This design comes from an exercise in tuning for small area, a short achievable clock period and few clock cycles per item on the open sky130 flow, not from production work.
Where RTL was checked, it was by simulation tests only, not by an equivalence proof against the original.
Power and IR drop assume default switching activity.

## run A
// linear_scan_register_allocator_unit
module linear_scan_register_allocator_unit #(
  parameter int MAX_REGS = lsra_pkg::MAX_REGS_DEF
) (
  input  logic                        clk,
  input  logic                        rst_n,
  input  logic                        in_valid,
  output logic                        in_ready,
  input  logic [lsra_pkg::VAR_W-1:0]   in_var_id,
  input  logic [lsra_pkg::POINT_W-1:0] in_start_point,
  input  logic [lsra_pkg::POINT_W-1:0] in_end_point,
  output logic                        out_valid,
  input  logic                        out_ready,
  output logic [lsra_pkg::VAR_W-1:0]   out_var,
  output logic                        out_spilled,
  output logic [lsra_pkg::REG_IDX_W-1:0] out_reg_index,
  output logic [lsra_pkg::SLOT_W-1:0]  out_stack_slot,
  output logic                        out_last,
  input  logic                        psel,
  input  logic                        penable,
  input  logic                        pwrite,
  input  logic [lsra_pkg::CFG_AW-1:0] paddr,
  input  logic [lsra_pkg::CFG_DW-1:0] pwdata,
  output logic [lsra_pkg::CFG_DW-1:0] prdata,
  output logic                        pready
);
  logic [lsra_pkg::NUM_REGS_W-1:0] num_regs;
  lsra_cfg u_cfg (
    .clk      (clk),
    .rst_n    (rst_n),
    .psel     (psel),
    .penable  (penable),
    .pwrite   (pwrite),
    .paddr    (paddr),
    .pwdata   (pwdata),
    .prdata   (prdata),
    .pready   (pready),
    .num_regs (num_regs)
  );
  lsra_ctrl #(
    .MAX_REGS (MAX_REGS)
  ) u_ctrl (
    .clk      (clk),
    .rst_n    (rst_n),
    .num_regs (num_regs),
    .in_valid       (in_valid),
    .in_ready       (in_ready),
    .in_var_id      (in_var_id),
    .in_start_point (in_start_point),
    .in_end_point   (in_end_point),
    .out_valid      (out_valid),
    .out_ready      (out_ready),
    .out_var        (out_var),
    .out_spilled    (out_spilled),
    .out_reg_index  (out_reg_index),
    .out_stack_slot (out_stack_slot),
    .out_last       (out_last)
  );
endmodule
Size in the first run: about 3700 cells after synthesis, roughly 840 flip-flops, roughly 160 I/O pins, roughly 46000 um^2 of cells after synthesis.
clock: 8.0 ns
lec_check: 0
cap_margin: 20
core_margin: 2
core_utilization: 40
setup_slack_margin: 5
slew_margin: 20
run.sh (not shown) runs the stock make flow with config.mk's settings and CLKGATE_MAP_FILE= SYNTH_SCRIPT=/design/flow/synth_recipe.tcl, a recipe that flattens the netlist after the stock synthesis.
Run A finished every stage and its layout cleared the timing, DRC and antenna checks.
For run B, these inputs were changed with respect to run A:
--- a/flow/design.v
+++ b/flow/design.v
@@ -50,24 +50,18 @@
     if (!rst_n) begin
       num_regs_r <= lsra_pkg::NUM_REGS_RST;
     end else begin
       num_regs_r <= num_regs_nxt;
     end
   end
-  logic [lsra_pkg::NUM_REGS_W-1:0] rd_r;
-  logic [lsra_pkg::NUM_REGS_W-1:0] rd_nxt;
   always_comb begin
     unique case (word)
-      lsra_pkg::REG_NUM_REGS: rd_nxt = rst_n ? num_regs_nxt : lsra_pkg::NUM_REGS_RST;
-      default:                rd_nxt = '0;
+      lsra_pkg::REG_NUM_REGS: prdata = lsra_pkg::CFG_DW'(num_regs_r);
+      default:                prdata = '0;
     endcase
   end
-  always_ff @(posedge clk) begin
-    rd_r <= rd_nxt;
-  end
-  assign prdata = lsra_pkg::CFG_DW'(rd_r);
 endmodule
 module lsra_ctrl #(
   parameter int MAX_REGS = lsra_pkg::MAX_REGS_DEF
 ) (
   input  logic                            clk,
   input  logic                            rst_n,
@@ -94,23 +88,18 @@
   logic [VW-1:0]  avar_r;
   logic [EPW-1:0] astart_r;
   logic [EPW-1:0] aend_r;
   logic           vb_r;
   logic [VW-1:0]  bvar_r;
   logic [EPW-1:0] bend_r;
-  logic [N-1:0]   vx_r;    
-  logic [N-1:0]   gx_r;    
+  logic [N-1:0]   bs_r;    
+  logic [N-1:0]   be_r;    
   logic [N-1:0]   valid_r;
   logic [EPW-1:0] tend_r [N];
   logic [VW-1:0]  tvar_r [N];
   logic [3:0]     rank_r [N];
-  logic [N-1:0]   pw_r;
-  logic [3:0]     pq_r;
-  logic           ptop_r;
-  logic [3:0]     er [N];
-  logic [N-1:0]   valid_nx;
   logic [SW-1:0]  slot_r;
   logic [SW-1:0]  slot_inc;
   logic           pend2_r;
   logic [VW-1:0]  r2var_r;
   logic           hv_r, sv_r;
   logic [QW-1:0]  head_r, skid_r;
@@ -131,26 +120,24 @@
   assign move_ab  = va_r & (~vb_r | go);
   assign in_ready = ~va_r | ~vb_r | (~pend2_r & ~sv_r);
   assign take     = in_valid & in_ready;
   always_comb begin
     for (int r = 0; r < N; r++) begin
       below[r]  = 5'(r) < num_regs;
-      er[r]     = pw_r[r] ? pq_r : rank_r[r];
-      top_oh[r] = pw_r[r] ? ptop_r : (valid_r[r] & (rank_r[r] == 4'd0));
+      top_oh[r] = valid_r[r] & (rank_r[r] == 4'd0);
     end
   end
-  assign vexp  = vx_r;
+  assign vexp  = valid_r & bs_r;
   assign avail = ~vexp & below;
   assign rg_oh = avail & (~avail + 1'b1);
   assign grant = |avail;
-  assign gq    = gx_r;
+  assign gq    = vexp & be_r;
   assign tg    = |(gq & top_oh);
   assign steal = ~grant & tg;
   assign spill = ~grant & ~tg;
   assign w_oh  = grant ? rg_oh : (tg ? top_oh : '0);
-  assign valid_nx = go ? (vexp | rg_oh) : valid_r;
   always_comb begin
     rg = '0;
     for (int r = N - 1; r >= 0; r--) begin
       if (avail[r]) rg = 4'(r);
     end
   end
@@ -211,25 +198,23 @@
   assign byp_e = bend_r > aend_r;
   always_ff @(posedge clk) begin
     if (!rst_n) begin
       va_r    <= 1'b0;
       vb_r    <= 1'b0;
       valid_r <= '0;
-      pw_r    <= '0;
       slot_r  <= '0;
       pend2_r <= 1'b0;
       hv_r    <= 1'b0;
       sv_r    <= 1'b0;
     end else begin
       if (take)         va_r <= 1'b1;
       else if (move_ab) va_r <= 1'b0;
       if (move_ab)      vb_r <= 1'b1;
       else if (go)      vb_r <= 1'b0;
       if (go) begin
-        pw_r    <= w_oh;
-        valid_r <= valid_nx;
+        valid_r <= vexp | rg_oh;
         pend2_r <= steal;
         if (spill) slot_r <= slot_inc;
       end else if (fire2) begin
         pend2_r <= 1'b0;
         slot_r  <= slot_inc;
       end
@@ -252,14 +237,14 @@
       aend_r   <= in_end_point;
     end
     if (move_ab) begin
       bvar_r <= avar_r;
       bend_r <= aend_r;
       for (int r = 0; r < N; r++) begin
-        vx_r[r] <= valid_nx[r] & ((go && w_oh[r]) ? byp_s : as_cmp[r]);
-        gx_r[r] <= valid_nx[r] & ((go && w_oh[r]) ? byp_s & byp_e : as_cmp[r] & ae_cmp[r]);
+        bs_r[r] <= (go && w_oh[r]) ? byp_s : as_cmp[r];
+        be_r[r] <= (go && w_oh[r]) ? byp_e : ae_cmp[r];
       end
     end
     if (go && steal) r2var_r <= top_var;
     if (pop) begin
       if (sv_r)      head_r <= skid_r;
       else if (push) head_r <= res;
@@ -270,22 +255,18 @@
   end
   always_ff @(posedge clk) begin
     for (int r = 0; r < N; r++) begin
       if (go && w_oh[r]) begin
         tend_r[r] <= bend_r;
         tvar_r[r] <= bvar_r;
+        rank_r[r] <= qnew;
+      end else if (go && grant) begin
+        rank_r[r] <= rank_r[r] + {3'd0, ~be_r[r]};
+      end else if (go && steal) begin
+        rank_r[r] <= rank_r[r] - {3'd0, be_r[r]};
       end
-      if (go) begin
-        if (grant)      rank_r[r] <= er[r] + {3'd0, ~gq[r]};
-        else if (steal) rank_r[r] <= er[r] - {3'd0, gq[r]};
-        else            rank_r[r] <= er[r];
-      end
-    end
-    if (go) begin
-      pq_r   <= qnew;
-      ptop_r <= grant ? ~cnt_t[0] : ~cnt_t[1];
     end
   end
   assign out_valid      = hv_r;
   assign out_var        = head_r[QW-1 -: VW];
   assign out_spilled    = head_r[SW+1];
   assign out_last       = head_r[SW];
Run comparison: run A worst setup path startpoint u_ctrl.ptop_r; run B worst setup path startpoint u_ctrl.bs_r[0]
Looking at portion of total power attributed to the clock network across run A and run B, the one that comes out higher is run A.
Compared with run A, run B shows a portion of total power attributed to combinational logic that is 0.4 points higher.
Changes observed in run B relative to run A: number of search-and-repair iterations in the first detailed-routing pass went up 2, share of the yosys chip area belonging to registers rose 0.48 points.
| row count | run B vs run A | about 1.6% lower |
In the tables for run A and run B, number of vias after detailed routing reads lower with run B.
In the flow results for run A and run B, the register-to-register path setup slack is larger on run A.
Looking at first-pass GRT wire length, run B sits about 7% below run A.
Run B: number of buffers outside the clock class in the layout is 4 higher than what run A reported.
When the final numbers for run A and run B were put side by side, the total power after layout turned out to be smaller in run B.
Testbench counts of run B, summed over its fixed seeds: cycles 14,328, items 12,000.
For run A, only the layout was checked, not whether the RTL still works.

---

linear_scan_register_allocator_unit, a different RTL version from the one above (not shown whole).
For scale: ~3700 cells after synthesis, roughly 850 flip-flops, roughly 160 I/O pins, roughly 46000 sq um of cells after synthesis.
Settings: LEC_CHECK=0, CAP_MARGIN=20, CORE_MARGIN=2, CORE_UTILIZATION=40, SETUP_SLACK_MARGIN=4.5, SLEW_MARGIN=20; clock period 8.0 ns.
The first run finished clean.
Testbench counts at the start, summed over its fixed seeds: cycles 14,328, items 12,000.
==> next run, changes <==
--- a/flow/design.v
+++ b/flow/design.v
@@ -80,13 +80,13 @@
   output logic                            out_last
 );
   localparam int N   = 16;
   localparam int VW  = lsra_pkg::VAR_W;
   localparam int EPW = lsra_pkg::POINT_W;
   localparam int SW  = lsra_pkg::SLOT_W;
-  localparam int QW  = VW + 2 + 4 + 4 + SW;
+  localparam int QW  = VW + 2 + SW;
   logic           va_r;
   logic [VW-1:0]  avar_r;
   logic [EPW-1:0] astart_r;
   logic [EPW-1:0] aend_r;
   logic           vb_r;
   logic [VW-1:0]  bvar_r;
@@ -98,13 +98,13 @@
   logic [VW-1:0]  tvar_r [N];
   logic [3:0]     rank_r [N];
   logic [N-1:0]   pw_r;
   logic [3:0]     pq_r;
   logic           ptop_r;
   logic [3:0]     er [N];
-  logic [N-1:0]   valid_nx, vv;
+  logic [N-1:0]   valid_nx;
   logic [SW-1:0]  slot_r;
   logic [SW-1:0]  slot_inc;
   logic           pend2_r;
   logic [VW-1:0]  r2var_r;
   logic           hv_r, sv_r;
   logic [QW-1:0]  head_r, skid_r;
@@ -139,13 +139,12 @@
   assign gq    = gx_r;
   assign tg    = |(gq & top_oh);
   assign steal = ~grant & tg;
   assign spill = ~grant & ~tg;
   assign w_oh  = grant ? rg_oh : (tg ? top_oh : '0);
   assign valid_nx = go ? (vexp | rg_oh) : valid_r;
-  assign vv       = go ? vexp : valid_r;
   always_comb begin
     rg = '0;
     for (int r = N - 1; r >= 0; r--) begin
       if (avail[r]) rg = 4'(r);
     end
   end
@@ -187,13 +186,18 @@
     qnew[2] = (rk_t[3] & ~rk_t[7]) | rk_t[11];
     qnew[1] = (rk_t[1] & ~rk_t[3]) | (rk_t[5] & ~rk_t[7]) | (rk_t[9] & ~rk_t[11]) | rk_t[13];
     qnew[0] = (rk_t[0] & ~rk_t[1]) | (rk_t[2] & ~rk_t[3]) | (rk_t[4] & ~rk_t[5]) |
               (rk_t[6] & ~rk_t[7]) | (rk_t[8] & ~rk_t[9]) | (rk_t[10] & ~rk_t[11]) |
               (rk_t[12] & ~rk_t[13]) | rk_t[14];
   end
-  assign res = {go ? bvar_r : r2var_r, go & grant, go & tg, rg, top, slot_r};
+  always_comb begin
+    if (grant)      res = {bvar_r, 1'b0, 1'b1, 12'd0, rg};
+    else if (steal) res = {bvar_r, 1'b0, 1'b0, 12'd0, top};
+    else            res = {bvar_r, 1'b1, 1'b1, slot_r};
+    if (!go)        res = {r2var_r, 1'b1, 1'b1, slot_r};
+  end
   always_comb begin
     for (int r = 0; r < N; r++) begin
       as_cmp[r] = tend_r[r] > astart_r;
       ae_cmp[r] = tend_r[r] > aend_r;
     end
   end
@@ -242,14 +246,14 @@
       aend_r   <= in_end_point;
     end
     if (move_ab) begin
       bvar_r <= avar_r;
       bend_r <= aend_r;
       for (int r = 0; r < N; r++) begin
-        vx_r[r] <= (go && w_oh[r]) ? byp_s : (vv[r] & as_cmp[r]);
-        gx_r[r] <= (go && w_oh[r]) ? (byp_s & byp_e) : (vv[r] & as_cmp[r] & ae_cmp[r]);
+        vx_r[r] <= valid_nx[r] & ((go && w_oh[r]) ? byp_s : as_cmp[r]);
+        gx_r[r] <= valid_nx[r] & ((go && w_oh[r]) ? byp_s & byp_e : as_cmp[r] & ae_cmp[r]);
       end
     end
     if (go && steal) r2var_r <= top_var;
     if (pop) begin
       if (sv_r)      head_r <= skid_r;
       else if (push) head_r <= res;
@@ -272,22 +276,18 @@
     end
     if (go) begin
       pq_r   <= qnew;
       ptop_r <= grant ? ~cnt_t[0] : ~cnt_t[1];
     end
   end
-  logic h_g, h_t, h_sp;
-  assign h_g  = head_r[SW+9];
-  assign h_t  = head_r[SW+8];
-  assign h_sp = ~h_g & ~h_t;
   assign out_valid      = hv_r;
   assign out_var        = head_r[QW-1 -: VW];
-  assign out_spilled    = h_sp;
-  assign out_last       = h_g | ~h_t;
-  assign out_reg_index  = h_g ? head_r[SW+7:SW+4] : (h_t ? head_r[SW+3:SW] : 4'd0);
-  assign out_stack_slot = h_sp ? head_r[SW-1:0] : '0;
+  assign out_spilled    = head_r[SW+1];
+  assign out_last       = head_r[SW];
+  assign out_reg_index  = head_r[SW+1] ? 4'd0 : head_r[3:0];
+  assign out_stack_slot = head_r[SW+1] ? head_r[SW-1:0] : '0;
 endmodule
 module linear_scan_register_allocator_unit #(
   parameter int MAX_REGS = lsra_pkg::MAX_REGS_DEF
 ) (
   input  logic                        clk,
   input  logic                        rst_n,
=>
- The changed run passed the timing, DRC and antenna checks
- clock power grows by about 4%
- area after synthesis shrinks by 0.46%
- sequential power shrinks by about 2%
- routed wire length hardly moves
- via count barely changes
- utilization grows by 0.19 points
- power grows by 0.70%
No functional check of the RTL was part of the second run of this note.

---

## before
linear_scan_register_allocator_unit, a different RTL version from the one above (not shown whole).
Size in the first run: about 4700 cells after synthesis, roughly 160 I/O pins, about 48000 sq um of cells after synthesis.
clock: 8.0 ns
lec_check: 0
abc_area: 1
cap_margin: 20
core_margin: 2
core_utilization: 40
setup_slack_margin: 4.5
slew_margin: 20
Testbench counts of before, summed over its fixed seeds: cycles 14,328, items 12,000.
Inputs modified between before and after:
--- a/flow/design.v
+++ b/flow/design.v
@@ -101,36 +101,37 @@
   logic [3:0]     pq_r;
   logic           ptop_r;
   logic [3:0]     er [N];
   logic [N-1:0]   valid_nx, vv;
   logic [SW-1:0]  slot_r;
   logic [SW-1:0]  slot_inc;
   logic           pend2_r;
   logic [VW-1:0]  r2var_r;
   logic           hv_r, sv_r;
   logic [QW-1:0]  head_r, skid_r;
-  logic           go, fire2, push, adv, move_ab;
+  logic           go, fire2, push, pop, move_ab, take;
   logic [N-1:0]   vexp, avail, below, gq, rg_oh, top_oh, w_oh;
   logic           grant, steal, spill, tg;
   logic [3:0]     rg, top;
   logic [3:0]     qnew;
   logic [VW-1:0]  top_var;
   logic [QW-1:0]  res;
   logic [N-1:0]   as_cmp, ae_cmp;
   logic           byp_s, byp_e;
   assign slot_inc = (slot_r == lsra_pkg::SLOT_MAX) ? slot_r : slot_r + 1'b1;
   assign go       = vb_r & ~pend2_r & ~sv_r;
   assign fire2    = pend2_r & ~sv_r;
   assign push     = go | fire2;
-  assign adv      = ~hv_r | out_ready;
+  assign pop      = hv_r & out_ready;
   assign move_ab  = va_r & (~vb_r | go);
   assign in_ready = ~va_r | ~vb_r | (~pend2_r & ~sv_r);
+  assign take     = in_valid & in_ready;
   always_comb begin
     for (int r = 0; r < N; r++) begin
       below[r]  = 5'(r) < num_regs;
       er[r]     = pw_r[r] ? pq_r : rank_r[r];
       top_oh[r] = pw_r[r] ? ptop_r : (valid_r[r] & (rank_r[r] == 4'd0));
     end
   end
   assign vexp  = vx_r;
   assign avail = ~vexp & below;
   assign rg_oh = avail & (~avail + 1'b1);
@@ -202,57 +203,67 @@
     if (!rst_n) begin
       va_r    <= 1'b0;
       vb_r    <= 1'b0;
       valid_r <= '0;
       pw_r    <= '0;
       slot_r  <= '0;
       pend2_r <= 1'b0;
       hv_r    <= 1'b0;
       sv_r    <= 1'b0;
     end else begin
-      if (in_ready)     va_r <= in_valid;
+      if (take)         va_r <= 1'b1;
+      else if (move_ab) va_r <= 1'b0;
       if (move_ab)      vb_r <= 1'b1;
       else if (go)      vb_r <= 1'b0;
       if (go) begin
         pw_r    <= w_oh;
         valid_r <= valid_nx;
         pend2_r <= steal;
         if (spill) slot_r <= slot_inc;
       end else if (fire2) begin
         pend2_r <= 1'b0;
         slot_r  <= slot_inc;
       end
-      if (adv) begin
-        hv_r <= sv_r | push;
-        sv_r <= 1'b0;
+      if (pop) begin
+        if (sv_r) begin
+          sv_r <= 1'b0;
+        end else begin
+          hv_r <= push;
+        end
       end else if (push) begin
-        sv_r <= 1'b1;
+        if (hv_r) sv_r <= 1'b1;
+        else      hv_r <= 1'b1;
       end
     end
   end
   always_ff @(posedge clk) begin
-    if (in_ready) begin
+    if (take) begin
       avar_r   <= in_var_id;
       astart_r <= in_start_point;
       aend_r   <= in_end_point;
     end
     if (move_ab) begin
       bvar_r <= avar_r;
       bend_r <= aend_r;
       for (int r = 0; r < N; r++) begin
         vx_r[r] <= (go && w_oh[r]) ? byp_s : (vv[r] & as_cmp[r]);
         gx_r[r] <= (go && w_oh[r]) ? (byp_s & byp_e) : (vv[r] & as_cmp[r] & ae_cmp[r]);
       end
     end
     if (go && steal) r2var_r <= top_var;
-    if (adv)  head_r <= sv_r ? skid_r : res;
-    if (push) skid_r <= res;
+    if (pop) begin
+      if (sv_r)      head_r <= skid_r;
+      else if (push) head_r <= res;
+    end else if (push) begin
+      if (hv_r) skid_r <= res;
+      else      head_r <= res;
+    end
   end
   always_ff @(posedge clk) begin
     for (int r = 0; r < N; r++) begin
       if (go && w_oh[r]) begin
         tend_r[r] <= bend_r;
         tvar_r[r] <= bvar_r;
       end
       if (go) begin
         if (grant)      rank_r[r] <= er[r] + {3'd0, ~gq[r]};
         else if (steal) rank_r[r] <= er[r] - {3'd0, gq[r]};
Results
after gives less global-route usage than before did.
Lower transition time at the pin with the least slew margin was reported by before, not after.
Share of the core filled with cells: before vs after — no meaningful difference
~same area of all placed cells without fillers in before and after
before → after: routed wire length decreased by 2400 um relative to the old numbers; total power +4.1%; final weighted congestion of routability-driven global placement climbed 5.7%; routed wire length on met2 lost 1600 um.
before reports its topmost layer with routed signal wires as met4 while after reports met5.
after vs before, capture point of the critical path: prdata[0] vs out_stack_slot[12]
From before to after the numbers moved as follows: fmax roughly the same, part of the power in the clock network lower.
The area after synthesis on before is in line with that on after.
Testbench counts of after, summed over its fixed seeds: cycles 14,328, items 12,000.

==> separate check: timing with driven ports <==
Ports are ideal in the flow. The routed layouts listed here were re-timed in OpenROAD.
Step 1 assumes that a clkbuf_16 drives the clock port and a buf_2 every other input.
Step 2 moves the port delays by t, midway between the first and last clock arrival at a register: inputs arrive t later, outputs are due t later. That takes back most of the time a late clock gives input paths.
a / b / c = ideal ports / drivers / drivers and shift; a / b = the first two.
| run | shift t [ns] | slack for setup (ns) | worst setup path after step 2 | worst register clock-pin slew, ns |
|---|---|---|---|---|
| run A | 0.766 | 4.591 / 4.591 / 4.404 | input to register | 0.07 / 0.07 |
| run B | 0.746 | 3.982 / 3.982 / 3.982 | register to register | 0.07 / 0.07 |
| the first run of note 2 | 0.732 | 4.428 / 4.358 / 4.330 | input to register | 0.07 / 0.07 |
| the second run of note 2 | 0.744 | 4.457 / 4.417 / 4.417 | input to output | 0.07 / 0.07 |
| before | 0.752 | 4.472 / 4.404 / 4.440 | input to output | 0.07 / 0.07 |
| after | 0.760 | 4.475 / 4.425 / 4.150 | input to register | 0.06 / 0.06 |
After both steps setup and hold are still met in every run listed. For after, which loses most, drivers alone change the setup slack by -0.050 ns; drivers and shift together by -0.325 ns.
